This design comes from an exercise in tuning for small area, a short achievable clock period and few clock cycles on the open sky130 flow, not from production work.
The RTL was checked by simulation tests, not by an equivalence proof against the original design.
Power and IR drop assume default switching activity.

===== flow/config.mk =====
export PLATFORM = sky130hd
export DESIGN_NAME = stepper_halfstep_controller_unit
export DESIGN_NICKNAME = stepper_halfstep_controller_unit
export VERILOG_FILES = /design/flow/design.v
export SDC_FILE = /design/flow/constraint.sdc
export NUM_CORES = 4
export LEC_CHECK = 0
export CAP_MARGIN = 20
export CORE_MARGIN = 2
export CORE_UTILIZATION = 40
export SLEW_MARGIN = 20

===== flow/constraint.sdc =====
create_clock -name core_clock -period 11.5 [get_ports {clock}]
set_input_delay 2.3000 -clock core_clock [delete_from_list [all_inputs] [get_ports {clock}]]
set_output_delay 2.3000 -clock core_clock [all_outputs]
set_load 0.01 [all_outputs]

===== flow/design.v =====
module shc_motor (
   input  logic        clock,
   input  logic        reset,
   input  logic        go,
   input  logic [2:0]  command,
   input  logic        selected,
   input  logic [31:0] count,
   input  logic [1:0]  sw,
   input  logic [15:0] target,
   input  logic [15:0] start,
   input  logic [15:0] pulloff,
   input  logic        cfg_load,
   input  logic [15:0] cfg_value,
   output logic [155:0] next_state,
   output logic [1:0]  status
);
   localparam NUM_MOTORS = 2;
   localparam RAMP_SHIFT = 6;
   localparam logic [15:0] RESET_TARGET  = 16'd1000;
   localparam logic [15:0] RESET_START   = 16'd2000;
   localparam logic [15:0] RESET_PULLOFF = 16'd100;
   typedef enum logic [2:0] {
      CMD_TICK  = 3'd0,
      CMD_MOVE  = 3'd1,
      CMD_PULL  = 3'd2,
      CMD_CCW   = 3'd3,
      CMD_CW    = 3'd4,
      CMD_STOP  = 3'd5,
      CMD_ZSTOP = 3'd6,
      CMD_QUERY = 3'd7
   } cmd_type;
   localparam logic [2:0] M_RELAX = 3'd0;
   localparam logic [2:0] M_RUN   = 3'd1;
   localparam logic [2:0] M_STOP  = 3'd2;
   localparam logic [2:0] M_ZSTOP = 3'd3;
   localparam logic [2:0] M_MOVE  = 3'd4;
   localparam logic [2:0] M_PULL  = 3'd5;
   localparam logic [1:0] D_CW      = 2'd0;
   localparam logic [1:0] D_CCW     = 2'd1;
   localparam logic [1:0] D_STOPPED = 2'd2;
   localparam logic [1:0] ST_OK    = 2'd0;
   localparam logic [1:0] ST_REJ   = 2'd1;
   localparam logic [1:0] ST_LOWER = 2'd2;
   localparam logic [1:0] ST_UPPER = 2'd3;
   localparam logic [1:0] REG_TARGET_0 = 2'd0;
   localparam logic [1:0] REG_TARGET_1 = 2'd1;
   localparam logic [1:0] REG_START    = 2'd2;
   localparam logic [1:0] REG_PULLOFF  = 2'd3;
   typedef struct packed {
      logic [2:0]  command;
      logic        motor_index;
      logic signed [31:0] step_count;
      logic [1:0]  switches_0;
      logic [1:0]  switches_1;
   } req_type;
   typedef struct packed {
      logic [3:0]  coils_0;
      logic [3:0]  coils_1;
      logic [1:0]  status;
      logic signed [31:0] position;
      logic signed [31:0] steps_remaining;
      logic [2:0]  motor_mode;
      logic [1:0]  direction;
      logic [15:0] current_period;
   } rsp_type;
   typedef struct packed {
      logic [2:0]  mode;
      logic [1:0]  dir;
      logic [31:0] steps_to_go;
      logic [31:0] pos;
      logic [31:0] steps_at_switch;
      logic [15:0] ramp_step;
      logic [2:0]  phase;
      logic [15:0] period;
      logic [15:0] countdown;
      logic [3:0]  coil_latch;
   } motor_type;
   function automatic logic [3:0] coil_of(input logic [2:0] ph);
      logic [3:0] c;
      unique case (ph)
         3'd0: c = 4'b1000;
         3'd1: c = 4'b1010;
         3'd2: c = 4'b0010;
         3'd3: c = 4'b0110;
         3'd4: c = 4'b0100;
         3'd5: c = 4'b0101;
         3'd6: c = 4'b0001;
         default: c = 4'b1001;
      endcase
      coil_of = c;
   endfunction
   function automatic logic [15:0] nz(input logic [15:0] v);
      nz = (v == 16'd0) ? 16'd1 : v;
   endfunction
   motor_type m_ff, m_in;
   logic [15:0] tgt, sp, dec;
   logic [31:0] mag, n;
   logic        ok;
   logic signed [32:0] diff;
   always_comb begin
      m_in   = m_ff;
      status = ST_OK;
      tgt    = nz(target);
      sp     = nz(start);
      dec    = m_ff.period - m_ff.ramp_step;
      mag    = 32'd0 - count;
      if (mag == 32'h8000_0000) mag = 32'h7FFF_FFFF;
      n      = count;
      ok     = 1'b0;
      diff   = 33'sd0;
      if (go && command == CMD_TICK && m_ff.dir != D_STOPPED) begin
         if (m_ff.countdown > 16'd1) begin
            m_in.countdown = m_ff.countdown - 16'd1;
         end else begin
            if (m_ff.ramp_step != 16'd0) begin
               if (m_ff.period < m_ff.ramp_step || dec < tgt) begin
                  m_in.period = tgt;
                  m_in.ramp_step = 16'd0;
               end else begin
                  m_in.period = dec;
               end
            end
            m_in.coil_latch = coil_of(m_ff.phase);
            m_in.countdown = m_in.period;
            if (!m_ff.phase[0]) begin
               m_in.steps_to_go = m_ff.steps_to_go - 32'd1;
               m_in.pos = (m_ff.dir == D_CCW) ? m_ff.pos - 32'd1 : m_ff.pos + 32'd1;
            end
            if (!m_ff.phase[0] && (m_ff.mode == M_STOP || m_ff.mode == M_ZSTOP)) begin
               m_in.coil_latch = 4'd0;
               m_in.steps_to_go = 32'd0;
               m_in.dir = D_STOPPED;
            end else if (m_ff.dir == D_CCW) begin
               m_in.phase = m_ff.phase - 3'd1;
            end else begin
               m_in.phase = m_ff.phase + 3'd1;
            end
         end
      end else if (go && selected) begin
         unique case (command)
            CMD_MOVE, CMD_PULL: begin
               if (m_ff.dir != D_STOPPED) begin
                  status = ST_REJ;
               end else if (command == CMD_PULL && sw != 2'd0) begin
                  if (count[31] && sw[0]) status = ST_REJ;
                  else begin
                     ok = 1'b1;
                     m_in.dir = count[31] ? D_CCW : D_CW;
                     n = count[31] ? mag : count;
                     m_in.steps_at_switch = n;
                     m_in.mode = M_PULL;
                  end
               end else if (count[31]) begin
                  if (sw != 2'd0) status = ST_REJ;
                  else begin
                     ok = 1'b1;
                     m_in.dir = D_CCW;
                     n = mag;
                     m_in.mode = M_MOVE;
                  end
               end else begin
                  if (sw[1]) status = ST_REJ;
                  else begin
                     ok = 1'b1;
                     m_in.dir = D_CW;
                     m_in.mode = sw[0] ? M_PULL : M_MOVE;
                  end
               end
               if (ok) m_in.steps_to_go = n;
            end
            CMD_CCW: begin
               if (sw[0]) status = ST_LOWER;
               else begin
                  ok = 1'b1; m_in.mode = M_RUN; m_in.dir = D_CCW;
               end
            end
            CMD_CW: begin
               if (sw[1]) status = ST_UPPER;
               else begin
                  ok = 1'b1; m_in.mode = M_RUN; m_in.dir = D_CW;
               end
            end
            CMD_STOP:  m_in.mode = M_STOP;
            CMD_ZSTOP: m_in.mode = M_ZSTOP;
            default: ;
         endcase
         if (ok) begin
            m_in.coil_latch = coil_of(m_ff.phase);
            if (sp >= tgt) begin
               m_in.period = sp;
               m_in.ramp_step = 16'd1 + ((sp - tgt) >> RAMP_SHIFT);
            end else begin
               m_in.period = tgt;
               m_in.ramp_step = 16'd0;
            end
            m_in.countdown = m_in.period;
         end
      end
      if (go) begin
         diff = $signed({m_in.steps_at_switch[31], m_in.steps_at_switch})
              - $signed({m_in.steps_to_go[31], m_in.steps_to_go});
         unique case (m_in.mode)
            M_PULL: begin
               if ($signed(m_in.steps_to_go) < 32'sd2) m_in.mode = M_STOP;
               else if (diff >= $signed({17'd0, pulloff})) m_in.mode = M_MOVE;
            end
            M_MOVE, M_RUN: begin
               if (m_in.mode == M_MOVE && $signed(m_in.steps_to_go) < 32'sd2)
                  m_in.mode = M_STOP;
               if (sw != 2'd0) begin
                  if (m_in.dir == D_CCW) begin
                     if (m_in.mode == M_RUN) begin
                        if (sw[0]) m_in.mode = M_ZSTOP;
                     end else begin
                        m_in.mode = M_STOP;
                     end
                  end else if (sw[1]) begin
                     m_in.mode = M_STOP;
                  end
               end
            end
            M_STOP:  if (m_in.dir == D_STOPPED) m_in.mode = M_RELAX;
            M_ZSTOP: if (m_in.dir == D_STOPPED) begin
               m_in.pos = 32'd0; m_in.mode = M_RELAX;
            end
            default: ;
         endcase
      end
      if (cfg_load) begin
         m_in.period = nz(cfg_value);
         m_in.ramp_step = 16'd0;
      end
   end
   always_ff @(posedge clock) begin
      if (reset) begin
         m_ff.mode <= M_RELAX;
         m_ff.dir <= D_STOPPED;
         m_ff.steps_to_go <= 32'd0;
         m_ff.pos <= 32'd0;
         m_ff.steps_at_switch <= 32'd0;
         m_ff.ramp_step <= 16'd0;
         m_ff.phase <= 3'd0;
         m_ff.period <= RESET_TARGET;
         m_ff.countdown <= 16'd0;
         m_ff.coil_latch <= 4'd0;
      end else begin
         m_ff <= m_in;
      end
   end
   assign next_state = m_in;
endmodule
module stepper_halfstep_controller_unit (
   input  logic        clock,
   input  logic        reset,
   input  logic        req_valid,
   output logic        req_ready,
   input  logic [2:0]  req_command,
   input  logic        req_motor,
   input  logic [31:0] req_step_count,
   input  logic [1:0]  req_switches_0,
   input  logic [1:0]  req_switches_1,
   output logic        rsp_valid,
   input  logic        rsp_ready,
   output logic [3:0]  rsp_coils_0,
   output logic [3:0]  rsp_coils_1,
   output logic [1:0]  rsp_status,
   output logic [31:0] rsp_position,
   output logic [31:0] rsp_steps_remaining,
   output logic [2:0]  rsp_motor_mode,
   output logic [1:0]  rsp_direction,
   output logic [15:0] rsp_current_period,
   input  logic        csr_we,
   input  logic [1:0]  csr_index,
   input  logic [15:0] csr_wdata
);
   localparam NUM_MOTORS = 2;
   localparam RAMP_SHIFT = 6;
   localparam logic [15:0] RESET_TARGET  = 16'd1000;
   localparam logic [15:0] RESET_START   = 16'd2000;
   localparam logic [15:0] RESET_PULLOFF = 16'd100;
   typedef enum logic [2:0] {
      CMD_TICK  = 3'd0,
      CMD_MOVE  = 3'd1,
      CMD_PULL  = 3'd2,
      CMD_CCW   = 3'd3,
      CMD_CW    = 3'd4,
      CMD_STOP  = 3'd5,
      CMD_ZSTOP = 3'd6,
      CMD_QUERY = 3'd7
   } cmd_type;
   localparam logic [2:0] M_RELAX = 3'd0;
   localparam logic [2:0] M_RUN   = 3'd1;
   localparam logic [2:0] M_STOP  = 3'd2;
   localparam logic [2:0] M_ZSTOP = 3'd3;
   localparam logic [2:0] M_MOVE  = 3'd4;
   localparam logic [2:0] M_PULL  = 3'd5;
   localparam logic [1:0] D_CW      = 2'd0;
   localparam logic [1:0] D_CCW     = 2'd1;
   localparam logic [1:0] D_STOPPED = 2'd2;
   localparam logic [1:0] ST_OK    = 2'd0;
   localparam logic [1:0] ST_REJ   = 2'd1;
   localparam logic [1:0] ST_LOWER = 2'd2;
   localparam logic [1:0] ST_UPPER = 2'd3;
   localparam logic [1:0] REG_TARGET_0 = 2'd0;
   localparam logic [1:0] REG_TARGET_1 = 2'd1;
   localparam logic [1:0] REG_START    = 2'd2;
   localparam logic [1:0] REG_PULLOFF  = 2'd3;
   typedef struct packed {
      logic [2:0]  command;
      logic        motor_index;
      logic signed [31:0] step_count;
      logic [1:0]  switches_0;
      logic [1:0]  switches_1;
   } req_type;
   typedef struct packed {
      logic [3:0]  coils_0;
      logic [3:0]  coils_1;
      logic [1:0]  status;
      logic signed [31:0] position;
      logic signed [31:0] steps_remaining;
      logic [2:0]  motor_mode;
      logic [1:0]  direction;
      logic [15:0] current_period;
   } rsp_type;
   typedef struct packed {
      logic [2:0]  mode;
      logic [1:0]  dir;
      logic [31:0] steps_to_go;
      logic [31:0] pos;
      logic [31:0] steps_at_switch;
      logic [15:0] ramp_step;
      logic [2:0]  phase;
      logic [15:0] period;
      logic [15:0] countdown;
      logic [3:0]  coil_latch;
   } motor_type;
   function automatic logic [3:0] coil_of(input logic [2:0] ph);
      logic [3:0] c;
      unique case (ph)
         3'd0: c = 4'b1000;
         3'd1: c = 4'b1010;
         3'd2: c = 4'b0010;
         3'd3: c = 4'b0110;
         3'd4: c = 4'b0100;
         3'd5: c = 4'b0101;
         3'd6: c = 4'b0001;
         default: c = 4'b1001;
      endcase
      coil_of = c;
   endfunction
   function automatic logic [15:0] nz(input logic [15:0] v);
      nz = (v == 16'd0) ? 16'd1 : v;
   endfunction
   req_type     req_data;
   rsp_type     rsp_data;
   assign req_data.command = req_command;
   assign req_data.motor_index = req_motor;
   assign req_data.step_count = req_step_count;
   assign req_data.switches_0 = req_switches_0;
   assign req_data.switches_1 = req_switches_1;
   assign rsp_coils_0 = rsp_data.coils_0;
   assign rsp_coils_1 = rsp_data.coils_1;
   assign rsp_status = rsp_data.status;
   assign rsp_position = rsp_data.position;
   assign rsp_steps_remaining = rsp_data.steps_remaining;
   assign rsp_motor_mode = rsp_data.motor_mode;
   assign rsp_direction = rsp_data.direction;
   assign rsp_current_period = rsp_data.current_period;
   logic [15:0] tgt0_ff, tgt1_ff, start_ff, pull_ff;
   logic        valid_ff;
   rsp_type     out_ff, out_in;
   logic        go;
   motor_type   s0, s1, sel;
   logic [1:0]  st0, st1;
   assign req_ready = !valid_ff || rsp_ready;
   assign go = req_valid && req_ready;
   shc_motor u_m0 (
      .clock, .reset, .go, .command(req_data.command),
      .selected(req_data.motor_index == 1'b0), .count(req_data.step_count),
      .sw(req_data.switches_0), .target(tgt0_ff), .start(start_ff),
      .pulloff(pull_ff), .cfg_load(csr_we && csr_index == REG_TARGET_0),
      .cfg_value(csr_wdata), .next_state(s0), .status(st0));
   shc_motor u_m1 (
      .clock, .reset, .go, .command(req_data.command),
      .selected(req_data.motor_index == 1'b1), .count(req_data.step_count),
      .sw(req_data.switches_1), .target(tgt1_ff), .start(start_ff),
      .pulloff(pull_ff), .cfg_load(csr_we && csr_index == REG_TARGET_1),
      .cfg_value(csr_wdata), .next_state(s1), .status(st1));
   always_comb begin
      sel = req_data.motor_index ? s1 : s0;
      out_in.coils_0 = s0.coil_latch;
      out_in.coils_1 = s1.coil_latch;
      out_in.status = req_data.motor_index ? st1 : st0;
      out_in.position = sel.pos;
      out_in.steps_remaining = sel.steps_to_go;
      out_in.motor_mode = sel.mode;
      out_in.direction = sel.dir;
      out_in.current_period = sel.period;
   end
   always_ff @(posedge clock) begin
      if (reset) begin
         tgt0_ff <= RESET_TARGET; tgt1_ff <= RESET_TARGET;
         start_ff <= RESET_START; pull_ff <= RESET_PULLOFF;
         valid_ff <= 1'b0;
      end else begin
         if (csr_we) begin
            unique case (csr_index)
               REG_TARGET_0: tgt0_ff <= csr_wdata;
               REG_TARGET_1: tgt1_ff <= csr_wdata;
               REG_START:    start_ff <= csr_wdata;
               default:      pull_ff <= csr_wdata;
            endcase
         end
         if (req_ready) valid_ff <= req_valid;
      end
      if (go) out_ff <= out_in;
   end
   assign rsp_valid = valid_ff;
   assign rsp_data = out_ff;
endmodule

===== flow/run.sh =====
#!/bin/bash
# synth_recipe.tcl (not shown) runs the flow's synth.tcl, then flattens the netlist and writes it again
# the make line also repeats each setting of config.mk as NAME=value (left out here)
make -C /OpenROAD-flow-scripts/flow DESIGN_CONFIG=/design/flow/config.mk WORK_HOME=/design/flow/orfs CLKGATE_MAP_FILE= SYNTH_SCRIPT=/design/flow/synth_recipe.tcl finish

==> flow_results.org <==
** Logic synthesis
- Counting flops and latches in the post-synthesis netlist gives 472.
- Synth top cells by count :: 657 x nor2_1, 562 x nand2_1, 452 x a21oi_1
- By area the synthesized netlist is led by dfxtp_1 20%, ha_1 8.6%, edfxtp_1 7.7%, nor2_1 6.7%, a21oi_1 6.1%.
- Synthesized instance count :: 4971
- After synthesis, the largest family of logic cells by area is simple AND/OR/NAND/NOR gates.
- Cell area after technology mapping :: 37000 µm²
- Synth Area in Adders :: 8.987%
- Post-synthesis simple-gate area fraction :: 25.49%
- EDFF count, synth :: 95
- Yosys instantiated no cell more often than nor2_1.
- The synthesized netlist devotes 25.21% of its cell area to compound gates.
- Each instance of the synthesized netlist takes up on average 7.444 µm².
- Post-synthesis net count :: 5293
- Xor and xnor area share after synthesis :: 4.166%
- During synthesis, Yosys emitted a total of 2 warnings.
- The most used flip-flop cell after synthesis is dfxtp_1.
- Mux share of post-synthesis cell area :: 3.053%
- Async SR Flop Fraction :: 0%
- The share of the Yosys chip area taken by registers is 28.10%.
- Fraction of synthesized cell area taken by the top area cell type :: 20.40%
- Area leader, netlist :: dfxtp_1
- Yosys mapped the design onto 106 distinct sky130hd cell types.

** Pwr
- Dividing total power by cell area gives a power density of 121.2 nW/µm².
- VDD sags by at most 145.5 µV.
- The analysis attributes to cell leakage a power of 0.01763 µW.
- The completed layout was analyzed and its total power is 5259 µW.

** Worst hold path
- The worst hold path was traced through 2 stages.
- The worst hold path begins at pull_ff[10].
- The tightest min-delay check is of the reg -> reg type.
- Hold-critical path endpoint :: pull_ff[10]

** Setup path
- Kind of end point of the critical path :: register
- On the critical path, the stage with the largest delay is an instance of or4_1.
- Reg-to-reg slack, setup :: 2.81 ns
- Startpoint type of the worst setup path :: input port
- The setup path with the least slack is of type in -> reg.
- The critical path starts at req_step_count[15].
- The number of cells on the worst reg-to-reg path is 31.
- Counting stages on the worst path, the most repeated cell is buf_4.
- Stage delay of the slowest cell on the critical path :: 0.63 ns
- STA puts the critical path data required time at 11.99 ns.
- Signal arrival time at the worst endpoint :: 11.39 ns
- R2r endpoint :: out_ff[18]
- Critical Path Fanout Max :: 14

** Routing
- Dividing the detail-routed wire length by the instance count gives 25.10 µm.
- Number of nets with antenna violations after routing :: 0
- Overall routed net length :: 161.7 mm
- Total number of vias :: 39.63k
- For this block, the initial DRC count from the detailed router was 5128.
- Total DRC errors in the routed layout :: 0
- Average vias per placed instance :: 6.152
- Count of TritonRoute iterations in the first routing pass :: 9

** Clocking
- Root Buffer :: clkbuf_16
- H-Tree Level Count :: 2
- Clock-pin slew was measured on the worst setup and hold paths at 0.06 ns.
- TritonCTS built the clock tree.
- For the worst-skew pair, the clock arrives at the later sink with an insertion delay of 0.68 ns.
- Clk sink count :: 472
- The clock passes through at most 3 buffers.
- CTS buffer count :: 57

** STA
- The final critical path takes up 94.83% of the cycle.
- Clock skew on the completed layout was measured at 0.04573 ns.
- Setup violation total in the final timing report :: 0
- Setup repair after global routing left no endpoint under its margin.
- Max Slew Vio Count :: 0
- Final worst path period need :: 10.91 ns
- Highest Clock Rate :: 91.69 MHz
- The worst pin sits at a relative slew slack of 14.75%.
- For the pin with the worst max-slew slack, the measured transition is 1.265 ns.
- After routing, the total negative slack on setup checks comes to 0 ns.
- Hold violation total from the final report :: 0

** Global routing
- The first global-routing pass estimated 236.2 mm of wire.
- Antenna violations before repair :: 7
- GRT overflow :: 0
- The via count of the first global-routing pass was 36.03k.
- Pin count of the biggest net entering global routing :: 101
- Global routing consumed, over all layers together, 32.92% of the routing resources.

** Floorplanning
- Die Span Y :: 308.2 µm
- The floorplan step defined a die boundary enclosing 94960 µm².
- For this design the top-level I/O count stands at 160.
- The floorplan has 111 rows.
- Chip Width :: 308.2 µm
- The initial utilization of the core area, before any placement, comes to 40.37%.
- CORE AREA :: 91660 µm²

** Job
- Max-cap violations in this run came to 0.

** Final layout
- Cells with a size suffix above 1 make up 9.918% of the layout.
- Syn-to-layout area delta :: 17.27%
- Across the whole layout, storage elements account for 10400 µm².
- Nets :: 5527
- Post-layout util :: 47.34%
- Area of combinational cells with multiple inputs :: 24940 µm²
- Count of filler cells inserted in the layout :: 9292

** Outcome
- Status :: timing/DRC/antenna clean

** Placement
- HPWL after detailed placement :: 123.3 mm
- The count of buffers added on input and output ports is 159.
- Routability-driven placement finished with a final weighted congestion of 1.017.
-- cell usage in the layout (no fill, tap or decap), types with 22 or more instances in the layout --
| cell type | Yosys | routed |
|---|---|---|
| mux2i_1 | 96 | 96 |
| ha_1 | 253 | 253 |
| nand3_1 | 102 | 102 |
| o21bai_1 | 33 | 33 |
| a211o_1 | 29 | 29 |
| or2_2 | 29 | 29 |
| edfxtp_1 | 95 | 95 |
| xor2_1 | 62 | 62 |
| nand2b_1 | 68 | 68 |
| and3_1 | 41 | 41 |
| o21a_1 | 53 | 53 |
| o22ai_1 | 34 | 34 |
| nor4_1 | 71 | 65 |
| nor2_1 | 657 | 654 |
| buf_4 | 2 | 294 |
| dfxtp_1 | 377 | 377 |
| a31oi_1 | 77 | 77 |
| nand2_1 | 562 | 561 |
| a21oi_1 | 452 | 450 |
| or3_1 | 44 | 44 |
| a221oi_1 | 22 | 22 |
| nor2b_1 | 104 | 103 |
| a211oi_1 | 53 | 51 |
| nand4_1 | 54 | 54 |
| o31ai_1 | 47 | 47 |
| clkbuf_16 | 0 | 60 |
| xnor2_1 | 114 | 114 |
| clkdlybuf4s50_1 | 0 | 156 |
| o21ai_0 | 339 | 336 |
| nor3_1 | 151 | 146 |
| inv_1 | 196 | 195 |
| and2_1 | 28 | 28 |
| o211ai_1 | 33 | 33 |
| a21o_1 | 59 | 59 |
-- critical path: cells and delay by family --
family	cells	cell delay, ns
AOI/OAI and AO/OA	18	3.75
xor gates and xnor gates	1	0.16
adders and majority gates	2	0.59
buffers and inverters	6	1.47
muxes	1	0.16
and+or+nand+nor	9	2.94
-- kinds of logic (layout without fill, tap and decap cells) --
kind of cell | count (synthesis) | in the layout
XOR/XNOR | 176 | 176
multiplexers | 111 | 111
other | 0 | 2
AND/OR/NAND/NOR | 2009 | 2009
buffers and inverters | 475 | 757
adder cells (fa/ha/maj) | 263 | 263
flip-flops | 472 | 472
AO/OA/AOI/OAI | 1465 | 1465
-- cell type report --
| type | count | share of cell area, % |
|---|---|---|
| Timing Repair Buffer | 453 | 8.742 |
| Sequential cell | 472 | 23.97 |
| Inverter | 197 | 1.710 |
| Clock buffer | 86 | 4.008 |
| Antenna cell | 2 | 0.01153 |
| Tap cell | 1186 | 3.419 |
| Multi-Input combinational cell | 4024 | 57.48 |
| Clock inverter | 21 | 0.6689 |
-- stage by stage --
stage | cells | cell area, µm² | hold WS, ns | setup slack, ns
2_1_floorplan | 4971 | 37000 | 0.4361 | 0.2865
5_1_grt | 6440 | 43390 | 0.4775 | 0.03135
3_3_place_gp | 6328 | 41230 | 0.4423 | -0.08088
3_5_place_dp | 6328 | 41230 | 0.4480 | -0.2896
4_1_cts | 6435 | 43260 | 0.4559 | 0.2850
6_report | 6441 | 43400 | 0.4546 | 0.5940
-- power by group --
part           internal, µW  total [µW]  leakage, µW  switching [µW]
Sequential             1740        1780      0.00400            43.2
Clock                  1160        1970     0.000996             813
Combinational           568        1510       0.0126             937
Total                  3470        5260       0.0176            1790
-- worst max path at each step --
stage,to,cells past startpoint
after detailed placement,out_ff[18],44
after floorplan,out_ff[18],46
final,out_ff[18],37
after global routing,out_ff[18],37
after global placement,u_m0.m_ff[153],45
after CTS,out_ff[18],43
-- registers in the layout (all words and copies together) (netlist names), named ones only --
signal and cells:
start_ff 16, valid_ff 1, tgt1_ff 16, tgt0_ff 16
out_ff 95, u_m1.m_ff 137, u_m0.m_ff 137, pull_ff 16
-- timing repair --
action                                  CTS  global route
endpoints found under the setup margin    0             2
buffers inserted                          0             3
resized for setup                         0            23
hold buffers                              0             0
-- layer usage --
layer	share of wire [%]	GRT usage, %	vias up
met3	11	8.308	334
met4	3.7	10.97	6
met2	41	47.68	1986
li1	-	-	18450
met1	45	47.12	18850
met5	0.022	0	-
Testbench counts, summed over its fixed seeds: cycles 24,008.

afterwards: timing with drivers on the ports:
No port has a modelled driver above. Below, the same layout with a new extraction and two added sets of constraints.
Step 1 assumes that a clkbuf_16 drives the clock port and a buf_2 every other input.
Step 2 adds t to the input delays and takes it off the output delays; t is the mean of the earliest and latest rising clock arrival at the registers after step 1. Input paths then give back, and output paths get back, about the clock's delay inside the block.
a / b / c = ideal / step 1 / step 2; a / b = the first two.
t, ns: 0.721
setup slack, ns: 0.594 / 0.633 / -0.088
clock arrival spread, ns: 0.048 / 0.048
worst register clock-pin slew, ns: 0.07 / 0.07
With both steps, setup timing fails in this run, where it was met with ideal ports. The setup slack of this run moves by +0.039 ns with the drivers and by -0.682 ns with both steps.
